From an optimization exercise on the open Yosys and OpenROAD flow, aimed at small area and a short achievable clock period; shortcuts taken in it are not production practice.
Where RTL was checked, it was by simulation tests only, not by an equivalence proof against the original.
The RTL of runs 4 to 6 was laid out without a check of its function.

**design.v**
```verilog
`default_nettype none
package aes_math_pkg;
  localparam logic [7:0] poly_reduce = 8'h1b;
  localparam logic [2047:0] sbox = {
    128'h637c777bf26b6fc53001672bfed7ab76,
    128'hca82c97dfa5947f0add4a2af9ca472c0,
    128'hb7fd9326363ff7cc34a5e5f171d83115,
    128'h04c723c31896059a071280e2eb27b275,
    128'h09832c1a1b6e5aa0523bd6b329e32f84,
    128'h53d100ed20fcb15b6acbbe394a4c58cf,
    128'hd0efaafb434d338545f9027f503c9fa8,
    128'h51a3408f929d38f5bcb6da2110fff3d2,
    128'hcd0c13ec5f974417c4a77e3d645d1973,
    128'h60814fdc222a908846eeb814de5e0bdb,
    128'he0323a0a4906245cc2d3ac629195e479,
    128'he7c8376d8dd54ea96c56f4ea657aae08,
    128'hba78252e1ca6b4c6e8dd741f4bbd8b8a,
    128'h703eb5664803f60e613557b986c11d9e,
    128'he1f8981169d98e949b1e87e9ce5528df,
    128'h8ca1890dbfe6426841992d0fb054bb16
  };
  function automatic logic [7:0] sub_byte(input logic [7:0] b);
    sub_byte = sbox[2047 - 8 * b -: 8];
  endfunction
  function automatic logic [7:0] xtime(input logic [7:0] b);
    logic [7:0] shifted;
    shifted = {b[6:0], 1'b0};
    if (b[7]) begin
      shifted = shifted ^ poly_reduce;
    end
    xtime = shifted;
  endfunction
  function automatic logic [7:0] mul3(input logic [7:0] b);
    mul3 = xtime(b) ^ b;
  endfunction
endpackage
`default_nettype wire
`timescale 1ns/1ns
`default_nettype none
module aes_mix_column (
  input  wire [31:0] col_in,
  input  wire [31:0] key_in,
  output wire [31:0] col_out
);
  wire [31:0] t;
  for (genvar i = 0; i < 4; i++) begin : g_row
    assign t[31 - 8*i -: 8] = col_in[31 - 8*i -: 8] ^ col_in[31 - 8*((i + 1) % 4) -: 8];
    assign col_out[31 - 8*i -: 8] =
      aes_math_pkg::xtime(t[31 - 8*i -: 8]) ^
      ((col_in[31 - 8*((i + 1) % 4) -: 8] ^ key_in[31 - 8*i -: 8]) ^ t[31 - 8*((i + 2) % 4) -: 8]);
  end
endmodule
`default_nettype wire
`timescale 1ns/1ns
`default_nettype none
module aes_sub_shift_stage (
  input  wire         clk,
  input  wire [127:0] in_state,
  output wire [127:0] shifted
);
  wire [127:0] subbed;
  for (genvar c = 0; c < 4; c++) begin : g_col
    for (genvar r = 0; r < 4; r++) begin : g_row
      aes_sbox u_sbox (
        .clk (clk),
        .a   (in_state[127 - 32*c - 8*r -: 8]),
        .y   (subbed[127 - 32*c - 8*r -: 8])
      );
      assign shifted[127 - 32*c - 8*r -: 8] =
        subbed[127 - 32*((c + r) % 4) - 8*r -: 8];
    end
  end
endmodule
module aes_sbox (
  input  wire       clk,
  input  wire [7:0] a,
  output wire [7:0] y
);
  wire U0 = a[7], U1 = a[6], U2 = a[5], U3 = a[4], U4 = a[3], U5 = a[2], U6 = a[1], U7 = a[0];
  wire T1, T2, T3, T4, T5, T6, T7, T8, T9, T10;
  wire T11, T12, T13, T14, T15, T16, T17, T18, T19, T20;
  wire T21, T22, T23, T24, T25, T26, T27, M1, M2, M3;
  wire M4, M5, M6, M7, M8, M9, M10, M11, M12, M13;
  wire M14, M15, M16, M17, M18, M19, M20, M21, M22, M23;
  wire M24, M25, M26, M27, M28, M29, M30, M31, M32, M33;
  wire M34, M35, M36, M37, M38, M39, M40, M41, M42, M43;
  wire M44, M45, M46, M47, M48, M49, M50, M51, M52, M53;
  wire M54, M55, M56, M57, M58, M59, M60, M61, M62, M63;
  wire L0, L1, L2, L3, L4, L5, L6, L7, L8, L9;
  wire L10, L11, L12, L13, L14, L15, L16, L17, L18, L19;
  wire L20, L21, L22, L23, L24, L25, L26, L27, L28, L29;
  wire S0, S1, S2, S3, S4, S5, S6, S7;
  reg  U7_q1, T1_q1, T2_q1, T3_q1, T4_q1, T6_q1, T8_q1, T9_q1, T10_q1, T13_q1;
  reg  T15_q1, T16_q1, T17_q1, T19_q1, T20_q1, T22_q1, T23_q1, T25_q1, T27_q1, M19_q1;
  reg  M20_q1, M21_q1, M22_q1, M50_q1, M56_q1, L0_q1, L1_q1, L6_q1, L7_q1, L8_q1;
  reg  L9_q1, L10_q1, L11_q1, L14_q1, L15_q1, L17_q1, L19_q1, L22_q1, L23_q1;
  assign T1 = U0 ^ U3;
  assign T2 = U0 ^ U5;
  assign T3 = U0 ^ U6;
  assign T4 = U3 ^ U5;
  assign T5 = U4 ^ U6;
  assign T6 = T1 ^ T5;
  assign T7 = U1 ^ U2;
  assign T8 = U7 ^ T6;
  assign T9 = U7 ^ T7;
  assign T10 = T6 ^ T7;
  assign T11 = U1 ^ U5;
  assign T12 = U2 ^ U5;
  assign T13 = T3 ^ T4;
  assign T14 = T6 ^ T11;
  assign T15 = T5 ^ T11;
  assign T16 = T5 ^ T12;
  assign T17 = T9 ^ T16;
  assign T18 = U3 ^ U7;
  assign T19 = T7 ^ T18;
  assign T20 = T1 ^ T19;
  assign T21 = U6 ^ U7;
  assign T22 = T7 ^ T21;
  assign T23 = T2 ^ T22;
  assign T24 = T2 ^ T10;
  assign T25 = T20 ^ T17;
  assign T26 = T3 ^ T16;
  assign T27 = T1 ^ T12;
  assign M1 = T13 & T6;
  assign M2 = T23 & T8;
  assign M3 = T14 ^ M1;
  assign M4 = T19 & U7;
  assign M5 = M4 ^ M1;
  assign M6 = T3 & T16;
  assign M7 = T22 & T9;
  assign M8 = T26 ^ M6;
  assign M9 = T20 & T17;
  assign M10 = M9 ^ M6;
  assign M11 = T1 & T15;
  assign M12 = T4 & T27;
  assign M13 = M12 ^ M11;
  assign M14 = T2 & T10;
  assign M15 = M14 ^ M11;
  assign M16 = M3 ^ M2;
  assign M17 = M5 ^ T24;
  assign M18 = M8 ^ M7;
  assign M19 = M10 ^ M15;
  assign M20 = M16 ^ M13;
  assign M21 = M17 ^ M15;
  assign M22 = M18 ^ M13;
  assign M23 = M19_q1 ^ T25_q1;
  assign M24 = M22_q1 ^ M23;
  assign M25 = M22_q1 & M20_q1;
  assign M26 = M21_q1 ^ M25;
  assign M27 = M20_q1 ^ M21_q1;
  assign M28 = M23 ^ M25;
  assign M29 = M28 & M27;
  assign M30 = M26 & M24;
  assign M31 = M20_q1 & M23;
  assign M32 = M27 & M31;
  assign M33 = M27 ^ M25;
  assign M34 = M21_q1 & M22_q1;
  assign M35 = M24 & M34;
  assign M36 = M24 ^ M25;
  assign M37 = M21_q1 ^ M29;
  assign M38 = M32 ^ M33;
  assign M39 = M23 ^ M30;
  assign M40 = M35 ^ M36;
  assign M41 = M38 ^ M40;
  assign M42 = M37 ^ M39;
  assign M43 = M37 ^ M38;
  assign M44 = M39 ^ M40;
  assign M45 = M42 ^ M41;
  assign M46 = M44 & T6_q1;
  assign M47 = M40 & T8_q1;
  assign M48 = M39 & U7_q1;
  assign M49 = M43 & T16_q1;
  assign M50 = M38 & T9_q1;
  assign M51 = M37 & T17_q1;
  assign M52 = M42 & T15_q1;
  assign M53 = M45 & T27_q1;
  assign M54 = M41 & T10_q1;
  assign M55 = M44 & T13_q1;
  assign M56 = M40 & T23_q1;
  assign M57 = M39 & T19_q1;
  assign M58 = M43 & T3_q1;
  assign M59 = M38 & T22_q1;
  assign M60 = M37 & T20_q1;
  assign M61 = M42 & T1_q1;
  assign M62 = M45 & T4_q1;
  assign M63 = M41 & T2_q1;
  assign L0 = M61 ^ M62;
  assign L1 = M50 ^ M56;
  assign L2 = M46 ^ M48;
  assign L3 = M47 ^ M55;
  assign L4 = M54 ^ M58;
  assign L5 = M49 ^ M61;
  assign L6 = M62 ^ L5;
  assign L7 = M46 ^ L3;
  assign L8 = M51 ^ M59;
  assign L9 = M52 ^ M53;
  assign L10 = M53 ^ L4;
  assign L11 = M60 ^ L2;
  assign L12 = M48 ^ M51;
  assign L13 = M50_q1 ^ L0_q1;
  assign L14 = M52 ^ M61;
  assign L15 = M55 ^ L1;
  assign L16 = M56_q1 ^ L0_q1;
  assign L17 = M57 ^ L1;
  assign L18 = M58 ^ L8;
  assign L19 = M63 ^ L4;
  assign L20 = L0_q1 ^ L1_q1;
  assign L21 = L1_q1 ^ L7_q1;
  assign L22 = L3 ^ L12;
  assign L23 = L18 ^ L2;
  assign L24 = L15_q1 ^ L9_q1;
  assign L25 = L6_q1 ^ L10_q1;
  assign L26 = L7_q1 ^ L9_q1;
  assign L27 = L8_q1 ^ L10_q1;
  assign L28 = L11_q1 ^ L14_q1;
  assign L29 = L11_q1 ^ L17_q1;
  assign S0 = L6_q1 ^ L24;
  assign S1 = ~(L16 ^ L26);
  assign S2 = ~(L19_q1 ^ L28);
  assign S3 = L6_q1 ^ L21;
  assign S4 = L20 ^ L22_q1;
  assign S5 = L25 ^ L29;
  assign S6 = ~(L13 ^ L27);
  assign S7 = ~(L6_q1 ^ L23_q1);
  always @(posedge clk) begin
    U7_q1 <= U7;
    T1_q1 <= T1;
    T2_q1 <= T2;
    T3_q1 <= T3;
    T4_q1 <= T4;
    T6_q1 <= T6;
    T8_q1 <= T8;
    T9_q1 <= T9;
    T10_q1 <= T10;
    T13_q1 <= T13;
    T15_q1 <= T15;
    T16_q1 <= T16;
    T17_q1 <= T17;
    T19_q1 <= T19;
    T20_q1 <= T20;
    T22_q1 <= T22;
    T23_q1 <= T23;
    T25_q1 <= T25;
    T27_q1 <= T27;
    M19_q1 <= M19;
    M20_q1 <= M20;
    M21_q1 <= M21;
    M22_q1 <= M22;
    M50_q1 <= M50;
    M56_q1 <= M56;
    L0_q1 <= L0;
    L1_q1 <= L1;
    L6_q1 <= L6;
    L7_q1 <= L7;
    L8_q1 <= L8;
    L9_q1 <= L9;
    L10_q1 <= L10;
    L11_q1 <= L11;
    L14_q1 <= L14;
    L15_q1 <= L15;
    L17_q1 <= L17;
    L19_q1 <= L19;
    L22_q1 <= L22;
    L23_q1 <= L23;
  end
  assign y[7] = S0;
  assign y[6] = S1;
  assign y[5] = S2;
  assign y[4] = S3;
  assign y[3] = S4;
  assign y[2] = S5;
  assign y[1] = S6;
  assign y[0] = S7;
endmodule
`default_nettype wire
`timescale 1ns/1ns
`default_nettype none
module aes_mix_key_stage (
  input  wire          clk,
  input  wire [127:0]  shifted,
  input  wire [127:0]  round_key,
  output reg  [127:0]  out_state
);
  wire [127:0] keyed;
  for (genvar c = 0; c < 4; c++) begin : g_col
    aes_mix_column u_mix (
      .col_in  (shifted[127 - 32*c -: 32]),
      .key_in  (round_key[127 - 32*c -: 32]),
      .col_out (keyed[127 - 32*c -: 32])
    );
  end
  always @(posedge clk) begin
    out_state <= keyed;
  end
endmodule
`default_nettype wire
`timescale 1ns/1ns
`default_nettype none
module aes_round_top (
  input  wire          clk,
  input  wire          rst,
  input  wire          in_valid,
  input  wire [256:0]  in_data,
  output wire          out_valid,
  output wire [127:0]  out_state
);
  localparam int SBOX_CYCLES = 2;
  reg  [SBOX_CYCLES:0] valid_pipe;
  wire [127:0]         shifted;
  always @(posedge clk) begin
    if (rst) begin
      valid_pipe <= '0;
    end else begin
      valid_pipe <= {valid_pipe[SBOX_CYCLES-1:0], in_valid};
    end
  end
  assign out_valid = valid_pipe[SBOX_CYCLES];
  reg [128*SBOX_CYCLES-1:0] key_pipe;
  wire [127:0]              round_key;
  always @(posedge clk) begin
    key_pipe[127:0] <= in_data[128:1] & {128{~in_data[0]}};
  end
  if (SBOX_CYCLES > 1) begin : g_key
    always @(posedge clk) begin
      key_pipe[128*SBOX_CYCLES-1:128] <= key_pipe[128*SBOX_CYCLES-129:0];
    end
  end
  assign round_key = key_pipe[128*SBOX_CYCLES-1 -: 128];
  aes_sub_shift_stage u_sub_shift (
    .clk      (clk),
    .in_state (in_data[256:129]),
    .shifted  (shifted)
  );
  aes_mix_key_stage u_mix_key (
    .clk       (clk),
    .shifted   (shifted),
    .round_key (round_key),
    .out_state (out_state)
  );
endmodule
`default_nettype wire
```
**flow/run.sh**
```bash
#!/bin/bash
# Own layout flow: the standard layout (standard.sh) with two changes.
#  1. Synthesis maps the logic with flow/abc.script (area-recovering mapping
#     that keeps the XOR structure of the s-boxes) in place of ORFS's ABC
#     speed script. Everything else in synthesis is the standard one
#     (synth_recipe.tcl on a copy of ORFS's scripts folder), so registers keep
#     their standard names and cells.
#  2. Ports are buffered with sky130_fd_sc_hd__buf_1 instead of the default
#     delay-cell buffer; before detailed placement, flow/pre_dpl.tcl makes
#     the port buffers buf_2 and the result registers dfxtp_2.
# Each tool's output goes to a log of its own in this folder (synth.log,
# layout.log) and ORFS's per-step logs under orfs/logs/.
set -euo pipefail
W=$PWD
rm -rf "$W/scripts_abc"
cp -r "$FLOW_HOME/scripts" "$W/scripts_abc"
cp "$W/flow/abc.script" "$W/scripts_abc/abc_speed.script"
bash "$W/standard.sh" synth SCRIPTS_DIR="$W/scripts_abc" > "$W/synth.log" 2>&1
bash "$W/standard.sh" finish "BUFFER_PORTS_ARGS=-buffer_cell sky130_fd_sc_hd__buf_1" \
  "PRE_DETAIL_PLACE_TCL=$W/flow/pre_dpl.tcl" > "$W/layout.log" 2>&1
```
**flow/pre_dpl.tcl**
```tcl
# Runs before detailed placement (ORFS hook PRE_DETAIL_PLACE_TCL), which
# legalises the cells resized here.
# Stronger cells on the paths from the inputs and to the outputs: the port
# buffers become buf_2, and the result registers, which drive the output
# buffers, dfxtp_2 (same flip-flop, higher drive).
set n_buf 0
set n_reg 0
foreach inst [get_cells *] {
  set name [get_full_name $inst]
  set ref [get_property $inst ref_name]
  if {$ref == "sky130_fd_sc_hd__buf_1" && [regexp {^(input|output)[0-9]+$} $name]} {
    replace_cell $inst sky130_fd_sc_hd__buf_2
    incr n_buf
  } elseif {$ref == "sky130_fd_sc_hd__dfxtp_1" && [regexp {^u_mix_key\.out_state} $name]} {
    replace_cell $inst sky130_fd_sc_hd__dfxtp_2
    incr n_reg
  }
}
puts "pre_dpl: resized $n_buf port buffers and $n_reg result registers"
```
**standard.sh**
```bash
#!/bin/bash
# synth_recipe.tcl (not shown) runs the flow's synth.tcl, then flattens the netlist and writes it again
# the make line also repeats each setting of config.mk as NAME=value (left out here)
make -C /OpenROAD-flow-scripts/flow DESIGN_CONFIG=/design/flow/config.mk WORK_HOME=/design/flow/orfs CLKGATE_MAP_FILE= SYNTH_SCRIPT=/design/flow/synth_recipe.tcl "${@:-finish}"
```
**constraint.sdc**
```tcl
create_clock -name core_clock -period 5.0 [get_ports {clk}]
set_input_delay 1.0000 -clock core_clock [delete_from_list [all_inputs] [get_ports {clk}]]
set_output_delay 1.0000 -clock core_clock [all_outputs]
set_load 0.01 [all_outputs]
```
**config.mk**
```make
export PLATFORM = sky130hd
export DESIGN_NAME = aes_round_top
export DESIGN_NICKNAME = aes_round_top
export VERILOG_FILES = /design/flow/design.v
export SDC_FILE = /design/flow/constraint.sdc
export NUM_CORES = 4
export LEC_CHECK = 0
export CAP_MARGIN = 20
export CORE_MARGIN = 2
export CORE_UTILIZATION = 50
export CTS_BUF_LIST = sky130_fd_sc_hd__clkbuf_8
export CTS_CLUSTER_DIAMETER = 60
export CTS_CLUSTER_SIZE = 16
export PLACE_DENSITY = 0.65
export SETUP_SLACK_MARGIN = 2.7
export SLEW_MARGIN = 20
```
**flow/abc.script**
```
strash
dch -f
map -a
topo
buffer -c
upsize -c
dnsize -c
```
==> results of run 1 <==
## how the worst max path moves through the flow
stage / slack (ns) / cells past startpoint / start / to
floorplan: 2.44 / 10 / in_data[178] / u_sub_shift.g_col[2].g_row[1].u_sbox.M21_q1$_DFF_P_
global placement: 2.12 / 12 / in_data[197] / u_sub_shift.g_col[1].g_row[3].u_sbox.M21_q1$_DFF_P_
detailed placement: 2.18 / 11 / in_data[218] / u_sub_shift.g_col[1].g_row[0].u_sbox.M21_q1$_DFF_P_
CTS: 2.70 / 1 / u_mix_key.out_state[69]$_DFF_P_ / out_state[69]
global route: 2.67 / 11 / u_sub_shift.g_col[3].g_row[1].u_sbox.T25_q1$_DFF_P_ / u_sub_shift.g_col[3].g_row[1].u_sbox.L6_q1$_DFF_P_
finish: 2.78 / 1 / u_mix_key.out_state[22]$_DFF_P_ / out_state[22]
## synth_stat cells, types with 29 or more instances
cell,number,area [sq um]
inv_1,374,1404
xnor2_1,731,6402
or2_1,29,181.4
inv_2,50,187.7
o21ai_0,32,160.2
nand2_1,698,2620
ha_1,32,400.4
nor2_1,272,1021
a21oi_1,47,235.2
dfxtp_1,1011,20240
clkbuf_1,29,108.9
nand3_1,32,160.2
xor2_1,860,7532
or2_2,64,400.4
## kinds of logic (layout without fill, tap and decap cells)
logic type               after synthesis  in the layout  share of synthesized area [%]
flip-flops                          1011           1011                          47.41
AO/OA/AOI/OAI                        144            144                          2.175
adder cells (fa/ha/maj)               32             32                         0.9379
buffers and inverters                454            930                          3.992
AND/OR/NAND/NOR                     1122           1122                          10.80
other                                  0              7                              0
XOR/XNOR                            1643           1643                          34.68
## metrics by stage
step	utilization (%)	area, sq um
finish	57.06	48430
global route	57.06	48430
CTS	56.98	48360
detailed placement	55.09	46760
global placement	54.33	46110
floorplan	-	43310
## routing by layer
layer  wire (um)  share of wire [%]
met1       40650                 45
met2       44300                 49
met3        3143                3.5
met4        2498                2.8
met5          47              0.052
## cells in the final DEF (no fill, tap or decap), types with 7 or more instances in the layout
cell       count
nor3_2        16
dfxtp_1      883
diode_2        7
o21ai_1       11
nand2_2       28
nand3_1       32
or2_4         24
nand2_1      658
nor2_1       272
clkbuf_8      90
a21boi_1      10
or2_2         40
a31oi_2       16
dfxtp_2      128
inv_2         73
buf_2        387
xnor2_2       42
ha_1          27
nand2_4       23
a21oi_1       47
o211ai_1      16
inv_1        354
bufinv_16      7
o21ai_0       32
xnor2_1      711
xor2_1       830
or2_1         29
xor2_2        58
## layout make-up
type | instances | area (sq um) | share of cell area (%)
Sequential cell | 1011 | 20400 | 42.12
Inverter | 424 | 1592 | 3.286
Multi-Input combinational cell | 2941 | 21420 | 44.23
Tap cell | 1144 | 1431 | 2.955
Antenna cell | 7 | 17.52 | 0.03617
Clock inverter | 25 | 366.6 | 0.7569
Timing Repair Buffer | 391 | 1967 | 4.061
Clock buffer | 90 | 1239 | 2.557
## what timing repair did
| item | 4_1_cts | 5_1_grt |
|---|---|---|
| gates resized for setup | 0 | 9 |
| setup endpoints to repair | 0 | 11 |
| hold endpoints to repair | 0 | 0 |
| hold buffers | 0 | 0 |
==> flow_summary.ini, run 1 <==
[finish]
fillers = 7647
drive_gt1_share_pct = 19.75
largestRegisters = key_pipe: 256 flops, u_mix_key.out_state: 128 flops
largest_register_ffs = 256
final_cells = 6033
finalNetCount = 5142
area_delta_synth_final_pct = 13.46
top_register = key_pipe

[floorplan]
die_w_um = 296.2
start_util_pct = 50.29
ios = 389
chipHeight_um = 296.2
rows = 107
die_area_sq_um = 87730
design.core.area_sq_um = 84880

[synth]
ys_seq_area_share_pct = 47.41
syn_nets = 4698
yosysWarnings = 4
netlist_instances = 4406
synth-seq-cells = 1011
synth_cell_types = 28
netlist_area_sq_um = 42690
synth-edff-count = 0
synth_ff_type = dfxtp_1
avgSynthCellArea_sq_um = 9.688
synthArstFlopShare_pct = 0

[critical_path]
slowest_stage = dfxtp_2
cp.required_ns = 4.00
cpPeakStageDelay_ns = 0.39
arrival_ns = 1.22
crit_path_max_fanout = 1
crit_chain = buf_2
worstSetupPathType = reg2out
crit_family = flip-flops
r2r_end = u_mix_key.out_state[87]$_DFF_P_
endpoint_kind = output pin
critPathBufInv = 1
r2r.worst_path.cells = 6
r2r_start = u_sub_shift.g_col[0].g_row[3].u_sbox.L9_q1$_DFF_P_
crit_path_start_kind = register
rrSetupSlack_ns = 2.83

[global_route]
grt_use_met1_pct = 25.83
grt_use_total_pct = 20.56
antenna_found_initial = 13
grt_pass1_vias = 27030
overflow = 0
grt_max_degree = 48
met3_usage_pct = 2.803
grt_pass1_wl_mm = 141.6
busiest_layer = met2
gr-usage-met2_pct = 36.31

[place]
gp_congestion = 0.8614
hpwl_mm = 73.76
port_buffers = 388
place_ws_ns = 2.180
dp_cells = 5911

[timing]
hold_viol_final = 0
finalCritPeriodShare_pct = 44.45
rsz0062_at_grt = yes
setup_tns_ns = 0
worstMarginPinSlew_ns = 0.9037
max_slew_margin_pct = 39.32
setup_ws_ns = 2.777
final_max_slew_viol_count = 0
finalCriticalPeriod_ns = 2.223
fin_worst_skew_ns = 0.02306
whs_ns = 0.3095
setup-violations-final = 0
clock.fmax_mhz = 449.9

[cts]
numCtsBuffers = 81
cts.path.max_buffers = 3
clock_latency_ns = 0.68
cts_tree = yes
cts_root_buf = clkbuf_8
htree_levels = 3
cts_setup_buffers = 0
cts.sink_count = 1011
path_clk_slew_ns = 0.10

[run_status]
status = no timing/DRC/antenna violations

[min_path]
min_from = key_pipe[31]$_DFF_P_
worstHoldEndpoint = key_pipe[159]$_DFF_P_
min_path_type = reg2reg
hold_depth = 0

[drt]
viasPerCell = 4.415
firstDrtPassIters = 5
drt_iter0_drc = 969
routed_wirelength_mm = 90.65
drcViolationCount = 0
ant_nets = 0
wl_per_cell_um = 15.03
via_count = 26630

[flow_run]
cap_violations = 0
==> run 2, diff against run 1 <==
--- a/config.mk
+++ b/config.mk
@@ -13,2 +13,3 @@
 export CTS_CLUSTER_SIZE = 16
+export GPL_ROUTABILITY_DRIVEN = 0
 export PLACE_DENSITY = 0.65
==> flow_summary.ini, run 2 <==
[drt]
drt_iter0_drc = 969
via_count = 26630
firstDrtPassIters = 5
wl_per_cell_um = 15.03
routed_wirelength_mm = 90.65
viasPerCell = 4.415
drcViolationCount = 0
ant_nets = 0

[timing]
clock.fmax_mhz = 449.9
fin_worst_skew_ns = 0.02306
rsz0062_at_grt = yes
finalCritPeriodShare_pct = 44.45
finalCriticalPeriod_ns = 2.223
max_slew_margin_pct = 39.32
whs_ns = 0.3095
worstMarginPinSlew_ns = 0.9037
hold_viol_final = 0
setup-violations-final = 0
final_max_slew_viol_count = 0
setup_tns_ns = 0

[synth]
synth_top_family_by_area = XOR/XNOR gates
ys_seq_area_share_pct = 47.41
synthXorXnorAreaFrac_pct = 34.68
ys_top_cells_by_area = dfxtp_1 (47%), xor2_1 (18%), xnor2_1 (15%)
synth_cell_types = 28
netlist_area_sq_um = 42690
synth_ff_type = dfxtp_1
yosys-top-cells-count = dfxtp_1 (1011), xor2_1 (860), xnor2_1 (731), nand2_1 (698), inv_1 (374)
yosysWarnings = 4
synth_fa_ha_area_share_pct = 0.9379
synth-edff-count = 0
muxShareOfSynthArea_pct = 0
yosys.area_share.simple_pct = 10.80
yosysMostFrequentCell = dfxtp_1
avgSynthCellArea_sq_um = 9.688
synth_compound_area_share_pct = 2.175
netlist_instances = 4406
synthArstFlopShare_pct = 0
synth-seq-cells = 1011
synth_area_leader_cell = dfxtp_1
syn_nets = 4698
synth_top_cell_area_share_pct = 47.41

[critical_path]
crit_path_max_fanout = 1
crit_path_start_kind = register
slowest_stage = dfxtp_2
endpoint_kind = output pin
cpPeakStageDelay_ns = 0.39
crit_chain = buf_2
worstSetupPathType = reg2out
crit_family = flip-flops
critPathBufInv = 1
arrival_ns = 1.22
cp.required_ns = 4.00

[cts]
clock_latency_ns = 0.68
htree_levels = 3
cts_tree = yes
numCtsBuffers = 81
cts.sink_count = 1011
cts.path.max_buffers = 3
cts_hold_buf = 0
path_clk_slew_ns = 0.10
cts_root_buf = clkbuf_8

[flow_run]
cap_violations = 0

[floorplan]
ios = 389
design.core.area_sq_um = 84880
die_w_um = 296.2
rows = 107
die_area_sq_um = 87730
chipHeight_um = 296.2
start_util_pct = 50.29

[finish]
largestRegisters = key_pipe: 256 flops, u_mix_key.out_state: 128 flops
layout_common_cells = dfxtp_1 (883), xor2_1 (830), xnor2_1 (711), nand2_1 (658), buf_2 (387)
finalNetCount = 5142
seq_area_sq_um = 20400
multi_input_area_sq_um = 21420
area_delta_synth_final_pct = 13.46
post-route-util_pct = 57.06
final_common_cell = dfxtp_1
fillers = 7647
design_area_sq_um = 48430
largest_register_ffs = 256
top_register = key_pipe
drive_gt1_share_pct = 19.75

[global_route]
grt_pass1_wl_mm = 141.6
overflow = 0
grt_max_degree = 48
antenna_found_initial = 13
grt_use_total_pct = 20.56
grt_pass1_vias = 27030

[run_status]
status = no timing/DRC/antenna violations

[place]
hpwl_mm = 73.76
port_buffers = 388
place_area_sq_um = 46760

[min_path]
min_path_type = reg2reg
[run 2: repair_timing]
item                                    CTS  global route
gates resized for setup                   0             9
setup buffers                             0             0
endpoints found under the setup margin    0            11
endpoints found under the hold margin     0             0
[run 2: layout make-up]
| cell class | count | share of cell area, % |
|---|---|---|
| sequential | 1011 | 42.12 |
| multi-input combinational | 2941 | 44.23 |
| clock inverter | 25 | 0.7569 |
| inverter | 424 | 3.286 |
| timing repair buffer | 391 | 4.061 |
| tap | 1144 | 2.955 |
| antenna | 7 | 0.03617 |
| clock buffer | 90 | 2.557 |
[run 2: kinds of logic after synthesis]
| group | after synthesis |
|---|---|
| flip-flops | 1011 |
| adder cells (fa/ha/maj) | 32 |
| AO/OA/AOI/OAI | 144 |
| XOR/XNOR | 1643 |
| buffers and inverters | 454 |
| AND/OR/NAND/NOR | 1122 |
[run 2: path summary, 6_finish.rpt]
| path | slack, ns | cells past startpoint | to | startpoint |
|---|---|---|---|---|
| min | 0.31 | 0 | key_pipe[159]$_DFF_P_ | key_pipe[31]$_DFF_P_ |
| max reg2reg | 2.83 | 6 | u_mix_key.out_state[87]$_DFF_P_ | u_sub_shift.g_col[0].g_row[3].u_sbox.L9_q1$_DFF_P_ |
| min reg2reg | 0.31 | 0 | key_pipe[159]$_DFF_P_ | key_pipe[31]$_DFF_P_ |
| max | 2.78 | 1 | out_state[22] | u_mix_key.out_state[22]$_DFF_P_ |
[run 2: layer usage]
metal,share of wire (%),up-vias,track usage [%]
li1,-,13990,-
met1,45,12090,25.83
met2,49,412,36.31
met3,3.5,136,2.803
met4,2.8,8,6.627
met5,0.052,-,0
[run 2: metrics by stage]
stage	instances	setup slack, ns
6_report	6033	2.777
2_1_floorplan	4406	2.443
4_1_cts	6026	2.704
3_3_place_gp	5911	2.125
5_1_grt	6033	2.669
3_5_place_dp	5911	2.180
==> run 3, diff against run 2 <==
--- a/config.mk
+++ b/config.mk
@@ -9,3 +9,3 @@
 export CORE_MARGIN = 2
-export CORE_UTILIZATION = 50
+export CORE_UTILIZATION = 70
 export CTS_BUF_LIST = sky130_fd_sc_hd__clkbuf_8
@@ -13,5 +13,4 @@
 export CTS_CLUSTER_SIZE = 16
-export GPL_ROUTABILITY_DRIVEN = 0
-export PLACE_DENSITY = 0.65
-export SETUP_SLACK_MARGIN = 2.7
+export PLACE_DENSITY = 0.8
+export SETUP_SLACK_MARGIN = 2.75
 export SLEW_MARGIN = 20
==> flow_summary.ini, run 3 <==
[run_status]
status = no timing/DRC/antenna violations

[drt]
via_count = 27250
drcViolationCount = 0
wl_per_cell_um = 15.51
firstDrtPassIters = 5
viasPerCell = 4.825
drt_iter0_drc = 1224
ant_nets = 0
routed_wirelength_mm = 87.58

[critical_path]
crit_path_start_kind = register
endpoint_kind = output pin
crit_family = flip-flops
critPathBufInv = 1
cpPeakStageDelay_ns = 0.37
cp.required_ns = 4.00
crit_path_max_fanout = 1
slowest_stage = dfxtp_2
crit_chain = buf_2
arrival_ns = 1.21
worstSetupPathType = reg2out

[finish]
final_cells = 5647
layout_common_cells = dfxtp_1 (883), xor2_1 (810), xnor2_1 (708), nand2_1 (633), buf_2 (377)
seq_area_sq_um = 20400
top_register = key_pipe
drive_gt1_share_pct = 20.73
multi_input_area_sq_um = 21730
fillers = 4061
design_area_sq_um = 48030
largest_register_ffs = 256
area_delta_synth_final_pct = 12.52
post-route-util_pct = 79.58
final_common_cell = dfxtp_1
largestRegisters = key_pipe: 256 flops, u_mix_key.out_state: 128 flops
finalNetCount = 5137

[global_route]
grt_pass1_wl_mm = 138.6
antenna_found_initial = 10
grt_pass1_vias = 27740
grt_use_total_pct = 27.83
grt_max_degree = 59
overflow = 0

[cts]
path_clk_slew_ns = 0.10
cts.path.max_buffers = 3
cts_root_buf = clkbuf_8
cts_tree = yes
cts.sink_count = 1011
htree_levels = 3
numCtsBuffers = 75
clock_latency_ns = 0.70

[synth]
synthArstFlopShare_pct = 0
netlist_area_sq_um = 42690
syn_nets = 4698
synth-edff-count = 0
ys_top_cells_by_area = dfxtp_1 (47%), xor2_1 (18%), xnor2_1 (15%)
synth_top_cell_area_share_pct = 47.41
yosys-top-cells-count = dfxtp_1 (1011), xor2_1 (860), xnor2_1 (731), nand2_1 (698), inv_1 (374)
synth_ff_type = dfxtp_1
yosysWarnings = 4
avgSynthCellArea_sq_um = 9.688
synth-seq-cells = 1011
yosysMostFrequentCell = dfxtp_1
synth_area_leader_cell = dfxtp_1
netlist_instances = 4406
synth_cell_types = 28
ys_seq_area_share_pct = 47.41

[floorplan]
die_area_sq_um = 62970
rows = 90
chipHeight_um = 250.9
start_util_pct = 70.72
die_w_um = 250.9
design.core.area_sq_um = 60360
ios = 389

[place]
hpwl_mm = 69.89
gp_congestion = 0.8953
place_ws_ns = 2.180
dp_cells = 5548
place_area_sq_um = 46530
port_buffers = 388

[timing]
final_max_slew_viol_count = 0
finalCritPeriodShare_pct = 44.12
max_slew_margin_pct = 40.04
fin_worst_skew_ns = 0.03290
whs_ns = 0.3082
setup_ws_ns = 2.794
finalCriticalPeriod_ns = 2.206
hold_viol_final = 0
setup-violations-final = 0
setup_tns_ns = 0
clock.fmax_mhz = 453.3
worstMarginPinSlew_ns = 0.8994
rsz0062_at_grt = yes

[flow_run]
cap_violations = 0

[min_path]
min_path_type = reg2reg
==> run 3: changes by cell type in the layout (fill, tap and decap cells not counted), sizes merged <==
| cell | previous run | this run |
|---|---|---|
| buf | 390 | 391 |
| bufinv | 7 | 4 |
| clkbuf | 91 | 80 |
| clkinv | 9 | 3 |
| inv | 432 | 427 |
==> run 3: cells by family after synthesis <==
logic type | after synthesis | share of synthesized area [%]
flops | 1011 | 47.41
buf+inv | 454 | 3.992
compound gates | 144 | 2.175
xor+xnor | 1643 | 34.68
simple gates | 1122 | 10.80
fa+ha+maj | 32 | 0.9379
==> run 3: cell type report <==
type / count / share of cell area [%]
Clock inverter: 11 / 0.3673
Timing Repair Buffer: 392 / 4.267
Tap cell: 782 / 2.037
Multi-Input combinational cell: 2941 / 45.23
Sequential cell: 1011 / 42.48
Antenna cell: 7 / 0.03647
Clock buffer: 79 / 2.264
Inverter: 424 / 3.313
==> run 3: routing by layer <==
metal | GRT usage (%) | part of all wire, % | vias up
met5 | 0 | 0.026 | -
met4 | 9.796 | 3.4 | 4
met3 | 3.841 | 3.7 | 176
met2 | 49.63 | 50 | 523
met1 | 34.54 | 43 | 12600
li1 | - | - | 13940
==> run 3: timing repair <==
| item | in CTS | in global routing |
|---|---|---|
| pin swaps | 0 | 7 |
| hold buffers | 0 | 0 |
| gates resized for setup | 8 | 31 |
| buffers inserted | 0 | 2 |
| setup endpoints to repair | 8 | 27 |
==> run 3: path summary, 6_finish.rpt <==
check	start	to	slack, ns	cells past startpoint
max	u_mix_key.out_state[20]$_DFF_P_	out_state[20]	2.79	1
min	key_pipe[43]$_DFF_P_	key_pipe[171]$_DFF_P_	0.31	0
max reg2reg	u_sub_shift.g_col[1].g_row[2].u_sbox.L9_q1$_DFF_P_	u_mix_key.out_state[11]$_DFF_P_	2.82	5
min reg2reg	key_pipe[43]$_DFF_P_	key_pipe[171]$_DFF_P_	0.31	0
==> run 4, diff against run 3 <==
--- a/design.v
+++ b/design.v
@@ -93,5 +93,5 @@
   reg  U7_q1, T1_q1, T2_q1, T3_q1, T4_q1, T6_q1, T8_q1, T9_q1, T10_q1, T13_q1;
-  reg  T15_q1, T16_q1, T17_q1, T19_q1, T20_q1, T22_q1, T23_q1, T25_q1, T27_q1, M19_q1;
-  reg  M20_q1, M21_q1, M22_q1, M50_q1, M56_q1, L0_q1, L1_q1, L6_q1, L7_q1, L8_q1;
-  reg  L9_q1, L10_q1, L11_q1, L14_q1, L15_q1, L17_q1, L19_q1, L22_q1, L23_q1;
+  reg  T15_q1, T16_q1, T17_q1, T19_q1, T20_q1, T22_q1, T23_q1, T27_q1, M20_q1, M21_q1;
+  reg  M22_q1, M23_q1, M50_q1, M56_q1, L0_q1, L1_q1, L6_q1, L7_q1, L8_q1, L9_q1;
+  reg  L10_q1, L11_q1, L14_q1, L15_q1, L17_q1, L19_q1, L22_q1, L23_q1;
   assign T1 = U0 ^ U3;
@@ -145,4 +145,4 @@
   assign M22 = M18 ^ M13;
-  assign M23 = M19_q1 ^ T25_q1;
-  assign M24 = M22_q1 ^ M23;
+  assign M23 = M19 ^ T25;
+  assign M24 = M22_q1 ^ M23_q1;
   assign M25 = M22_q1 & M20_q1;
@@ -150,6 +150,6 @@
   assign M27 = M20_q1 ^ M21_q1;
-  assign M28 = M23 ^ M25;
+  assign M28 = M23_q1 ^ M25;
   assign M29 = M28 & M27;
   assign M30 = M26 & M24;
-  assign M31 = M20_q1 & M23;
+  assign M31 = M20_q1 & M23_q1;
   assign M32 = M27 & M31;
@@ -161,3 +161,3 @@
   assign M38 = M32 ^ M33;
-  assign M39 = M23 ^ M30;
+  assign M39 = M23_q1 ^ M30;
   assign M40 = M35 ^ M36;
@@ -242,5 +242,3 @@
     T23_q1 <= T23;
-    T25_q1 <= T25;
     T27_q1 <= T27;
-    M19_q1 <= M19;
     M20_q1 <= M20;
@@ -248,2 +246,3 @@
     M22_q1 <= M22;
+    M23_q1 <= M23;
     M50_q1 <= M50;
--- a/config.mk
+++ b/config.mk
@@ -9,3 +9,3 @@
 export CORE_MARGIN = 2
-export CORE_UTILIZATION = 70
+export CORE_UTILIZATION = 50
 export CTS_BUF_LIST = sky130_fd_sc_hd__clkbuf_8
@@ -13,4 +13,4 @@
 export CTS_CLUSTER_SIZE = 16
-export PLACE_DENSITY = 0.8
-export SETUP_SLACK_MARGIN = 2.75
+export PLACE_DENSITY = 0.65
+export SETUP_SLACK_MARGIN = 2.7
 export SLEW_MARGIN = 20
==> flow_summary.ini, run 4 <==
[cts]
cts_tree = yes
cts_root_buf = clkbuf_8
cts.path.max_buffers = 3
path_clk_slew_ns = 0.10
clock_latency_ns = 0.70
numCtsBuffers = 82
cts.sink_count = 995
htree_levels = 3
cts_setup_buffers = 0

[critical_path]
r2r_start = u_sub_shift.g_col[1].g_row[0].u_sbox.L9_q1$_DFF_P_
cp.required_ns = 4.00
slowest_stage = dfxtp_2
crit_cells = 1
critPathLaunch = u_mix_key.out_state[13]$_DFF_P_
endpoint_kind = output pin
endpoint = out_state[13]
critPathBufInv = 1
crit_family = flip-flops
crit_chain = buf_2
crit_path_max_fanout = 1
r2r.worst_path.cells = 6
rrSetupSlack_ns = 2.88
arrival_ns = 1.21
r2r_end = u_mix_key.out_state[87]$_DFF_P_
worstSetupPathType = reg2out
cpPeakStageDelay_ns = 0.38
crit_path_start_kind = register

[finish]
design_area_sq_um = 48000
drive_gt1_share_pct = 18.67
area_delta_synth_final_pct = 13.81
final_common_cell = dfxtp_1
finalNetCount = 5131
top_register = key_pipe
layout_common_cells = dfxtp_1 (867), xor2_1 (861), xnor2_1 (721), nand2_1 (636), inv_1 (395)
largestRegisters = key_pipe: 256 flops, u_mix_key.out_state: 128 flops
largest_register_ffs = 256
final_cells = 5962

[synth]
synthXorXnorAreaFrac_pct = 34.85
yosysWarnings = 4
synth_top_family_by_area = XOR/XNOR gates
ys_seq_area_share_pct = 47.23
synth_fa_ha_area_share_pct = 0.9493
ys_top_cells_by_area = dfxtp_1 (47%), xor2_1 (18%), xnor2_1 (15%)
synth_cell_types = 26
netlist_area_sq_um = 42180
synthArstFlopShare_pct = 0
synth_top_cell_area_share_pct = 47.23
synth_compound_area_share_pct = 1.655
netlist_instances = 4396
yosysMostFrequentCell = dfxtp_1
syn_nets = 4688
avgSynthCellArea_sq_um = 9.594
synth-edff-count = 0
synth_ff_type = dfxtp_1
muxShareOfSynthArea_pct = 0
synth_area_leader_cell = dfxtp_1
synth-seq-cells = 995
yosys.area_share.simple_pct = 11.21
yosys-top-cells-count = dfxtp_1 (995), xor2_1 (882), xnor2_1 (733), nand2_1 (704), inv_1 (419)

[global_route]
overflow = 0
grt_pass1_wl_mm = 136.1
grt_pass1_vias = 26770
antenna_found_initial = 10
grt_max_degree = 77
grt_use_total_pct = 19.74

[timing]
finalCriticalPeriod_ns = 2.208
setup-violations-final = 0
final_max_slew_viol_count = 0
finalCritPeriodShare_pct = 44.16
setup_tns_ns = 0
clock.fmax_mhz = 452.9
hold_viol_final = 0
fin_worst_skew_ns = 0.03983
max_slew_margin_pct = 38.82
rsz0062_at_grt = no
worstMarginPinSlew_ns = 0.9111

[floorplan]
ios = 389
die_w_um = 294.4
design.core.area_sq_um = 83560
die_area_sq_um = 86690
rows = 106
start_util_pct = 50.48
chipHeight_um = 294.4

[drt]
drcViolationCount = 0
ant_nets = 0
drt_iter0_drc = 1020
wl_per_cell_um = 14.32
viasPerCell = 4.443
via_count = 26490
routed_wirelength_mm = 85.38
firstDrtPassIters = 5

[flow_run]
cap_violations = 0

[place]
hpwl_mm = 69.65
port_buffers = 388
place_area_sq_um = 46370
dp_cells = 5835
gp_congestion = 0.8814

[min_path]
min_path_type = reg2reg

[run_status]
status = no timing/DRC/antenna violations
[run 4: cell count changes after synthesis, sizes merged, moves of 3 or more]
cell	previous run	this run
inv	424	431
a211oi	0	12
o21ai	48	20
xor2	889	911
nor2	272	275
nand3	32	112
nor3	16	0
nand2	709	704
xnor2	754	736
or2	93	58
a21boi	16	0
and2	0	15
o211ai	16	0
dfxtp	1011	995
[run 4: cell families after synthesis]
| family | Yosys count |
|---|---|
| XOR/XNOR | 1647 |
| AND/OR/NAND/NOR | 1165 |
| flip-flops | 995 |
| buffers and inverters | 461 |
| AO/OA/AOI/OAI | 96 |
| adder cells (fa/ha/maj) | 32 |
[run 4: routing by layer]
metal  vias up  track usage [%]  wire, um
met2       446            34.47     40910
met3       120            3.031      3432
li1      13980                -         -
met1     11940            24.89     38830
met4         2            6.384      2205
met5         -                0         9
[run 4: cell type report]
type | instances | area [sq um]
Sequential cell | 995 | 20080
Antenna cell | 7 | 17.52
Inverter | 431 | 1805
Clock inverter | 32 | 380.4
Multi-Input combinational cell | 2940 | 21180
Fill cell | 7367 | 35560
Tap cell | 1080 | 1351
Clock buffer | 88 | 1211
Timing Repair Buffer | 389 | 1971
[run 4: metrics by stage]
step                utilization, %  hold WS [ns]  setup WS (ns)
finish                       57.45        0.3089          2.792
global route                 57.43        0.3173          2.710
CTS                          57.41        0.3180          2.701
detailed placement           55.49        0.3121          2.135
global placement             54.72        0.3101          2.056
floorplan                        -        0.3096          2.465
[run 4: worst min-delay path by stage]
stage	cells after the start	end	slack [ns]	startpoint
global placement	0	key_pipe[202]$_DFF_P_	0.31	key_pipe[74]$_DFF_P_
global route	0	key_pipe[221]$_DFF_P_	0.32	key_pipe[93]$_DFF_P_
floorplan	0	key_pipe[128]$_DFF_P_	0.31	key_pipe[0]$_DFF_P_
finish	0	key_pipe[188]$_DFF_P_	0.31	key_pipe[60]$_DFF_P_
CTS	0	key_pipe[220]$_DFF_P_	0.32	key_pipe[92]$_DFF_P_
detailed placement	0	key_pipe[128]$_DFF_P_	0.31	key_pipe[0]$_DFF_P_
[run 4: what timing repair did]
action                     CTS  global route
setup endpoints to repair    1             3
cloned                       0             0
gates resized for setup      2             3
hold buffers                 0             0
==> run 5, diff against run 4 <==
--- a/design.v
+++ b/design.v
@@ -92,5 +92,7 @@
   wire S0, S1, S2, S3, S4, S5, S6, S7;
-  reg  U7_q1, T1_q1, T2_q1, T3_q1, T4_q1, T6_q1, T8_q1, T9_q1, T10_q1, T13_q1;
-  reg  T15_q1, T16_q1, T17_q1, T19_q1, T20_q1, T22_q1, T23_q1, T27_q1, M20_q1, M21_q1;
-  reg  M22_q1, M23_q1, M50_q1, M56_q1, L0_q1, L1_q1, L6_q1, L7_q1, L8_q1, L9_q1;
+  wire T1_r1, T2_r1, T3_r1, T4_r1, T5_r1, T6_r1, T7_r1, T8_r1, T9_r1, T10_r1;
+  wire T11_r1, T12_r1, T13_r1, T15_r1, T16_r1, T17_r1, T18_r1, T19_r1, T20_r1, T21_r1;
+  wire T22_r1, T23_r1, T25_r1, T27_r1;
+  reg  U0_q1, U1_q1, U2_q1, U3_q1, U4_q1, U5_q1, U6_q1, U7_q1, M19_q1, M20_q1;
+  reg  M21_q1, M22_q1, M50_q1, M56_q1, L0_q1, L1_q1, L6_q1, L7_q1, L8_q1, L9_q1;
   reg  L10_q1, L11_q1, L14_q1, L15_q1, L17_q1, L19_q1, L22_q1, L23_q1;
@@ -145,4 +147,4 @@
   assign M22 = M18 ^ M13;
-  assign M23 = M19 ^ T25;
-  assign M24 = M22_q1 ^ M23_q1;
+  assign M23 = M19_q1 ^ T25_r1;
+  assign M24 = M22_q1 ^ M23;
   assign M25 = M22_q1 & M20_q1;
@@ -150,6 +152,6 @@
   assign M27 = M20_q1 ^ M21_q1;
-  assign M28 = M23_q1 ^ M25;
+  assign M28 = M23 ^ M25;
   assign M29 = M28 & M27;
   assign M30 = M26 & M24;
-  assign M31 = M20_q1 & M23_q1;
+  assign M31 = M20_q1 & M23;
   assign M32 = M27 & M31;
@@ -161,3 +163,3 @@
   assign M38 = M32 ^ M33;
-  assign M39 = M23_q1 ^ M30;
+  assign M39 = M23 ^ M30;
   assign M40 = M35 ^ M36;
@@ -168,20 +170,20 @@
   assign M45 = M42 ^ M41;
-  assign M46 = M44 & T6_q1;
-  assign M47 = M40 & T8_q1;
+  assign M46 = M44 & T6_r1;
+  assign M47 = M40 & T8_r1;
   assign M48 = M39 & U7_q1;
-  assign M49 = M43 & T16_q1;
-  assign M50 = M38 & T9_q1;
-  assign M51 = M37 & T17_q1;
-  assign M52 = M42 & T15_q1;
-  assign M53 = M45 & T27_q1;
-  assign M54 = M41 & T10_q1;
-  assign M55 = M44 & T13_q1;
-  assign M56 = M40 & T23_q1;
-  assign M57 = M39 & T19_q1;
-  assign M58 = M43 & T3_q1;
-  assign M59 = M38 & T22_q1;
-  assign M60 = M37 & T20_q1;
-  assign M61 = M42 & T1_q1;
-  assign M62 = M45 & T4_q1;
-  assign M63 = M41 & T2_q1;
+  assign M49 = M43 & T16_r1;
+  assign M50 = M38 & T9_r1;
+  assign M51 = M37 & T17_r1;
+  assign M52 = M42 & T15_r1;
+  assign M53 = M45 & T27_r1;
+  assign M54 = M41 & T10_r1;
+  assign M55 = M44 & T13_r1;
+  assign M56 = M40 & T23_r1;
+  assign M57 = M39 & T19_r1;
+  assign M58 = M43 & T3_r1;
+  assign M59 = M38 & T22_r1;
+  assign M60 = M37 & T20_r1;
+  assign M61 = M42 & T1_r1;
+  assign M62 = M45 & T4_r1;
+  assign M63 = M41 & T2_r1;
   assign L0 = M61 ^ M62;
@@ -224,21 +226,36 @@
   assign S7 = ~(L6_q1 ^ L23_q1);
+  assign T1_r1 = U0_q1 ^ U3_q1;
+  assign T2_r1 = U0_q1 ^ U5_q1;
+  assign T3_r1 = U0_q1 ^ U6_q1;
+  assign T4_r1 = U3_q1 ^ U5_q1;
+  assign T5_r1 = U4_q1 ^ U6_q1;
+  assign T6_r1 = T1_r1 ^ T5_r1;
+  assign T7_r1 = U1_q1 ^ U2_q1;
+  assign T8_r1 = U7_q1 ^ T6_r1;
+  assign T9_r1 = U7_q1 ^ T7_r1;
+  assign T10_r1 = T6_r1 ^ T7_r1;
+  assign T11_r1 = U1_q1 ^ U5_q1;
+  assign T12_r1 = U2_q1 ^ U5_q1;
+  assign T13_r1 = T3_r1 ^ T4_r1;
+  assign T15_r1 = T5_r1 ^ T11_r1;
+  assign T16_r1 = T5_r1 ^ T12_r1;
+  assign T17_r1 = T9_r1 ^ T16_r1;
+  assign T18_r1 = U3_q1 ^ U7_q1;
+  assign T19_r1 = T7_r1 ^ T18_r1;
+  assign T20_r1 = T1_r1 ^ T19_r1;
+  assign T21_r1 = U6_q1 ^ U7_q1;
+  assign T22_r1 = T7_r1 ^ T21_r1;
+  assign T23_r1 = T2_r1 ^ T22_r1;
+  assign T25_r1 = T20_r1 ^ T17_r1;
+  assign T27_r1 = T1_r1 ^ T12_r1;
   always @(posedge clk) begin
+    U0_q1 <= U0;
+    U1_q1 <= U1;
+    U2_q1 <= U2;
+    U3_q1 <= U3;
+    U4_q1 <= U4;
+    U5_q1 <= U5;
+    U6_q1 <= U6;
     U7_q1 <= U7;
-    T1_q1 <= T1;
-    T2_q1 <= T2;
-    T3_q1 <= T3;
-    T4_q1 <= T4;
-    T6_q1 <= T6;
-    T8_q1 <= T8;
-    T9_q1 <= T9;
-    T10_q1 <= T10;
-    T13_q1 <= T13;
-    T15_q1 <= T15;
-    T16_q1 <= T16;
-    T17_q1 <= T17;
-    T19_q1 <= T19;
-    T20_q1 <= T20;
-    T22_q1 <= T22;
-    T23_q1 <= T23;
-    T27_q1 <= T27;
+    M19_q1 <= M19;
     M20_q1 <= M20;
@@ -246,3 +263,2 @@
     M22_q1 <= M22;
-    M23_q1 <= M23;
     M50_q1 <= M50;
==> flow_summary.ini, run 5 <==
[run_status]
status = no timing/DRC/antenna violations

[finish]
post-route-util_pct = 63.36
largestRegisters = key_pipe: 256 flops, u_mix_key.out_state: 128 flops
top_register = key_pipe
area_delta_synth_final_pct = 25.07
layout_common_cells = xnor2_1 (884), xor2_1 (780), dfxtp_1 (640), buf_2 (387), nand2_1 (353)
finalNetCount = 5427
drive_gt1_share_pct = 32.02
largest_register_ffs = 256
final_common_cell = xnor2_1
fillers = 6779
final_cells = 6339

[global_route]
grt_max_degree = 66
grt_pass1_vias = 28290
antenna_found_initial = 15
grt_pass1_wl_mm = 139.8
grt_use_total_pct = 19.94
overflow = 0

[synth]
synth_cell_types = 37
yosysWarnings = 4
synthXorXnorAreaFrac_pct = 42.00
synth_top_family_by_area = XOR/XNOR gates
synthArstFlopShare_pct = 0
synth_compound_area_share_pct = 3.574
synth-edff-count = 0
synth_area_leader_cell = dfxtp_1
netlist_area_sq_um = 42460
synth_ff_type = dfxtp_1
yosys.area_share.simple_pct = 11.03
ys_top_cells_by_area = dfxtp_1 (39%), xnor2_1 (20%), xor2_1 (18%)
avgSynthCellArea_sq_um = 9.516
yosys-top-cells-count = xnor2_1 (968), xor2_1 (863), dfxtp_1 (835), nand2_1 (479), nor2_1 (351)
netlist_instances = 4462
synth_fa_ha_area_share_pct = 0.4715
synth-seq-cells = 835
syn_nets = 4738
synth_top_cell_area_share_pct = 39.37
muxShareOfSynthArea_pct = 0
yosysMostFrequentCell = xnor2_1
ys_seq_area_share_pct = 39.37

[timing]
max_slew_margin_pct = 39.68
fin_worst_skew_ns = 0.03850
clock.fmax_mhz = 404.3
setup_ws_ns = 2.527
final_max_slew_viol_count = 0
setup_tns_ns = 0
hold_viol_final = 0
rsz0062_at_grt = yes
setup-violations-final = 0
whs_ns = 0.3261
finalCritPeriodShare_pct = 49.46
finalCriticalPeriod_ns = 2.473
worstMarginPinSlew_ns = 0.9049

[place]
dp_cells = 5946
port_buffers = 388
place_ws_ns = 2.277
hpwl_mm = 69.63
gp_congestion = 0.8577

[cts]
path_clk_slew_ns = 0.09
cts_tree = yes
cts_root_buf = clkbuf_8
htree_levels = 3
cts.path.max_buffers = 3
cts_hold_buf = 0
cts.sink_count = 835
numCtsBuffers = 77
clock_latency_ns = 0.68

[drt]
wl_per_cell_um = 14.56
drt_iter0_drc = 741
viasPerCell = 4.516
routed_wirelength_mm = 92.27
drcViolationCount = 0
firstDrtPassIters = 5
via_count = 28620
ant_nets = 0

[floorplan]
rows = 106
design.core.area_sq_um = 83820
chipHeight_um = 295.4
die_w_um = 295.4
start_util_pct = 50.66
die_area_sq_um = 87270
ios = 389

[critical_path]
endpoint_kind = register
crit_path_start_kind = register
r2r.worst_path.cells = 13
cp.required_ns = 5.57
worstSetupPathType = reg2reg
arrival_ns = 3.04
crit_path_max_fanout = 4

[min_path]
min_path_type = reg2reg
hold_depth = 0

[flow_run]
cap_violations = 0
==> run 5: cell types whose count changed after synthesis, moves of 48 or more <==
cell     before  now
nand2_1     704  479
nor2_1      263  351
dfxtp_1     995  835
inv_1       419  345
nand3_1     112   35
nand2_2       0   48
xnor2_1     733  968
==> run 5: layout make-up <==
type	count	area, sq um	share of cell area, %
diodes	8	20.02	0.03770
clock buffers	82	1129	2.125
clock inverters	43	457.9	0.8623
inverters	361	1388	2.613
multi-input cells	3227	27570	51.92
flip-flops and latches	835	17070	32.13
well taps	1134	1419	2.672
repair buffers	649	4056	7.638
==> run 5: kinds of logic (layout without fill, tap and decap cells) <==
group	after synthesis	count (layout)
xor gates and xnor gates	1934	1934
and+or+nand+nor	1080	1080
DFF	835	835
buffers and inverters	400	1135
AOI/OAI and AO/OA	197	197
adders and majority gates	16	16
other	0	8
==> run 5: stage by stage <==
step | area, sq um
final | 53110
after global routing | 53110
after CTS | 50070
after detailed placement | 46410
after global placement | 45760
after floorplan | 43220
==> run 5: final timing paths <==
kind	start	endpoint	slack [ns]
max reg2reg	u_sub_shift.g_col[1].g_row[3].u_sbox.U5_q1$_DFF_P_	u_sub_shift.g_col[1].g_row[3].u_sbox.L6_q1$_DFF_P_	2.53
min	key_pipe[5]$_DFF_P_	key_pipe[133]$_DFF_P_	0.33
max	u_sub_shift.g_col[1].g_row[3].u_sbox.U5_q1$_DFF_P_	u_sub_shift.g_col[1].g_row[3].u_sbox.L6_q1$_DFF_P_	2.53
min reg2reg	key_pipe[5]$_DFF_P_	key_pipe[133]$_DFF_P_	0.33
==> run 5: repair_timing <==
action,4_1_cts,5_1_grt
resized for setup,238,369
pin swaps,100,215
setup buffers,111,149
endpoints found under the setup margin,195,213
==> run 5: per-layer routing <==
| layer | track usage (%) | vias up | routed length [um] |
|---|---|---|---|
| met1 | 23.76 | 13240 | 38830 |
| met4 | 6.772 | 8 | 2728 |
| met2 | 36.47 | 426 | 47610 |
| li1 | - | 14800 | - |
| met5 | 0 | - | 46 |
| met3 | 2.909 | 151 | 3065 |
==> run 5: critical path: stages, from the launching register on <==
cell and delay, ns:
dfxtp_2 0.38, xnor2_4 0.17, xor2_2 0.20, or2_1 0.23, nand2_2 0.11, inv_4 0.06
o32ai_4 0.24, nand2_2 0.15, nor2_4 0.14, nor2_4 0.06, xor2_2 0.19, nand2_1 0.11
xnor2_2 0.17, xor2_1 0.16
==> run 6, diff against run 5 <==
--- a/config.mk
+++ b/config.mk
@@ -14,3 +14,3 @@
 export PLACE_DENSITY = 0.65
-export SETUP_SLACK_MARGIN = 2.7
+export SETUP_SLACK_MARGIN = 2.8
 export SLEW_MARGIN = 20
==> flow_summary.ini, run 6 <==
[floorplan]
ios = 389
start_util_pct = 50.66
design.core.area_sq_um = 83820
chipHeight_um = 295.4
rows = 106
die_area_sq_um = 87270
die_w_um = 295.4

[cts]
htree_levels = 3
cts.sink_count = 835
cts.path.max_buffers = 3
path_clk_slew_ns = 0.10
cts_hold_buf = 0
cts_tree = yes
numCtsBuffers = 79
cts_root_buf = clkbuf_8
clock_latency_ns = 0.72

[timing]
clock.fmax_mhz = 380.6
whs_ns = 0.3015
rsz0062_at_grt = yes
hold_viol_final = 0
finalCritPeriodShare_pct = 52.55
setup-violations-final = 0
fin_worst_skew_ns = 0.04294
finalCriticalPeriod_ns = 2.627
max_slew_margin_pct = 42.81
final_max_slew_viol_count = 0
setup_ws_ns = 2.373
worstMarginPinSlew_ns = 0.8517
setup_tns_ns = 0

[drt]
firstDrtPassIters = 7
routed_wirelength_mm = 101.9
viasPerCell = 4.590
ant_nets = 0
via_count = 29310
wl_per_cell_um = 15.96
drt_iter0_drc = 1222
drcViolationCount = 0

[global_route]
grt_pass1_wl_mm = 152.4
grt_max_degree = 65
grt_use_total_pct = 22.06
grt_pass1_vias = 29280
antenna_found_initial = 6
overflow = 0

[place]
dp_cells = 5947
port_buffers = 388
hpwl_mm = 74.42
place_area_sq_um = 46800
gp_congestion = 0.8729
place_ws_ns = 2.243

[finish]
post-route-util_pct = 66.20
largestRegisters = key_pipe: 256 flops, u_mix_key.out_state: 128 flops
largest_register_ffs = 256
seq_area_sq_um = 17110
layout_common_cells = xnor2_1 (868), xor2_1 (746), dfxtp_1 (635), nand2_1 (343), inv_1 (334)
final_cells = 6384
multi_input_area_sq_um = 28640
fillers = 6559
design_area_sq_um = 55490
top_register = key_pipe
final_common_cell = xnor2_1
area_delta_synth_final_pct = 30.69
finalNetCount = 5471
drive_gt1_share_pct = 34.29

[critical_path]
critPathBufInv = 1
crit_path_max_fanout = 3
crit_top_cell = nand2_2
crit_family = XOR/XNOR gates
worstSetupPathType = reg2reg
cp.required_ns = 5.63
crit_chain = xnor2_4 -> xor2_4 -> or2_1 -> nand2_2 -> inv_4 -> o32ai_4 -> nand2_2 -> nor2_4 -> nor2_4 -> xor2_2 -> nand2_2 -> xnor2_2 -> xor2_1
cpPeakStageDelay_ns = 0.38
slowest_stage = dfxtp_4
endpoint_kind = register
arrival_ns = 3.26
crit_path_start_kind = register

[synth]
ys_seq_area_share_pct = 39.37
ys_top_cells_by_area = dfxtp_1 (39%), xnor2_1 (20%), xor2_1 (18%)
synth_ff_type = dfxtp_1
yosysWarnings = 4
syn_nets = 4738
avgSynthCellArea_sq_um = 9.516
netlist_area_sq_um = 42460
netlist_instances = 4462
synth_cell_types = 37
synthArstFlopShare_pct = 0
synth_top_cell_area_share_pct = 39.37
synth-seq-cells = 835
yosys-top-cells-count = xnor2_1 (968), xor2_1 (863), dfxtp_1 (835), nand2_1 (479), nor2_1 (351)
yosysMostFrequentCell = xnor2_1
synth_area_leader_cell = dfxtp_1
synth-edff-count = 0

[flow_run]
cap_violations = 0

[min_path]
min_path_type = reg2reg

[run_status]
status = no timing/DRC/antenna violations
run 6: cell counts after synthesis:
No cell type changed its count.
run 6: final cells by class:
class	count	area share, %
Inverter	361	2.519
Tap cell	1134	2.557
Sequential cell	835	30.83
Multi-Input combinational cell	3227	51.61
Timing Repair Buffer	691	9.465
Antenna cell	4	0.01804
Clock buffer	84	2.083
Clock inverter	48	0.9199
run 6: worst paths after layout:
path	start	to	slack, ns	cells past startpoint
max	u_sub_shift.g_col[3].g_row[0].u_sbox.U2_q1$_DFF_P_	u_sub_shift.g_col[3].g_row[0].u_sbox.L6_q1$_DFF_P_	2.37	13
min	key_pipe[5]$_DFF_P_	key_pipe[133]$_DFF_P_	0.30	0
max reg2reg	u_sub_shift.g_col[3].g_row[0].u_sbox.U2_q1$_DFF_P_	u_sub_shift.g_col[3].g_row[0].u_sbox.L6_q1$_DFF_P_	2.37	13
min reg2reg	key_pipe[5]$_DFF_P_	key_pipe[133]$_DFF_P_	0.30	0
run 6: metal layers:
| layer | part of all wire (%) | track usage, % | vias up |
|---|---|---|---|
| li1 | - | - | 14840 |
| met1 | 43 | 28.16 | 13690 |
| met2 | 50 | 38.70 | 595 |
| met3 | 3.7 | 3.052 | 174 |
| met4 | 2.8 | 6.401 | 6 |
| met5 | 0.040 | 0 | - |
run 6: cell families (layout without fill, tap and decap cells):
kind of cell	Yosys count	in the layout	share of synthesized area, %
xor gates and xnor gates	1934	1934	42.00
buffers and inverters	400	1184	3.551
other	0	4	0
DFF	835	835	39.37
and+or+nand+nor	1080	1080	11.03
AOI/OAI and AO/OA	197	197	3.574
adders and majority gates	16	16	0.4715
run 6: worst register-to-register path, stage by stage (launching register included):
cell and delay (ns):
dfxtp_4 0.38, xnor2_4 0.17, xor2_4 0.20, or2_1 0.23
nand2_2 0.12, inv_4 0.07, o32ai_4 0.26, nand2_2 0.16
nor2_4 0.16, nor2_4 0.07, xor2_2 0.26, nand2_2 0.11
xnor2_2 0.20, xor2_1 0.19
run 6: what timing repair did:
item                       CTS  global route
pin swaps                  184           234
gates resized for setup    502           382
setup endpoints to repair  343           305
buffers inserted           197           104

## what the ideal ports hide
The results above use ideal ports. As a check the final layouts listed here were re-extracted and re-timed, cells and wires unchanged.
Step 1 assumes that a clkbuf_16 drives the clock port and a buf_2 every other input.
Step 2, shift: input delay + t, output delay - t, t = (earliest + latest rising clock arrival at the registers) / 2. This alone moves slack from input paths to output paths.
Three values: ideal ports, drivers, drivers and shift; two values: the first two.
run	shift t [ns]	slack for setup (ns)	worst setup path after step 2
run 1	0.738	2.777 / 2.712 / 2.168	input to register
run 2	0.738	2.777 / 2.712 / 2.168	input to register
run 3	0.744	2.794 / 2.733 / 2.141	input to register
run 4	0.738	2.792 / 2.726 / 2.042	input to register
run 5	0.727	2.527 / 2.527 / 2.210	input to register
run 6	0.758	2.373 / 2.373 / 2.229	input to register
After both steps setup and hold are still met in every run listed. The setup slack of run 4, which loses most, moves by -0.066 ns with the drivers and by -0.750 ns with both steps.
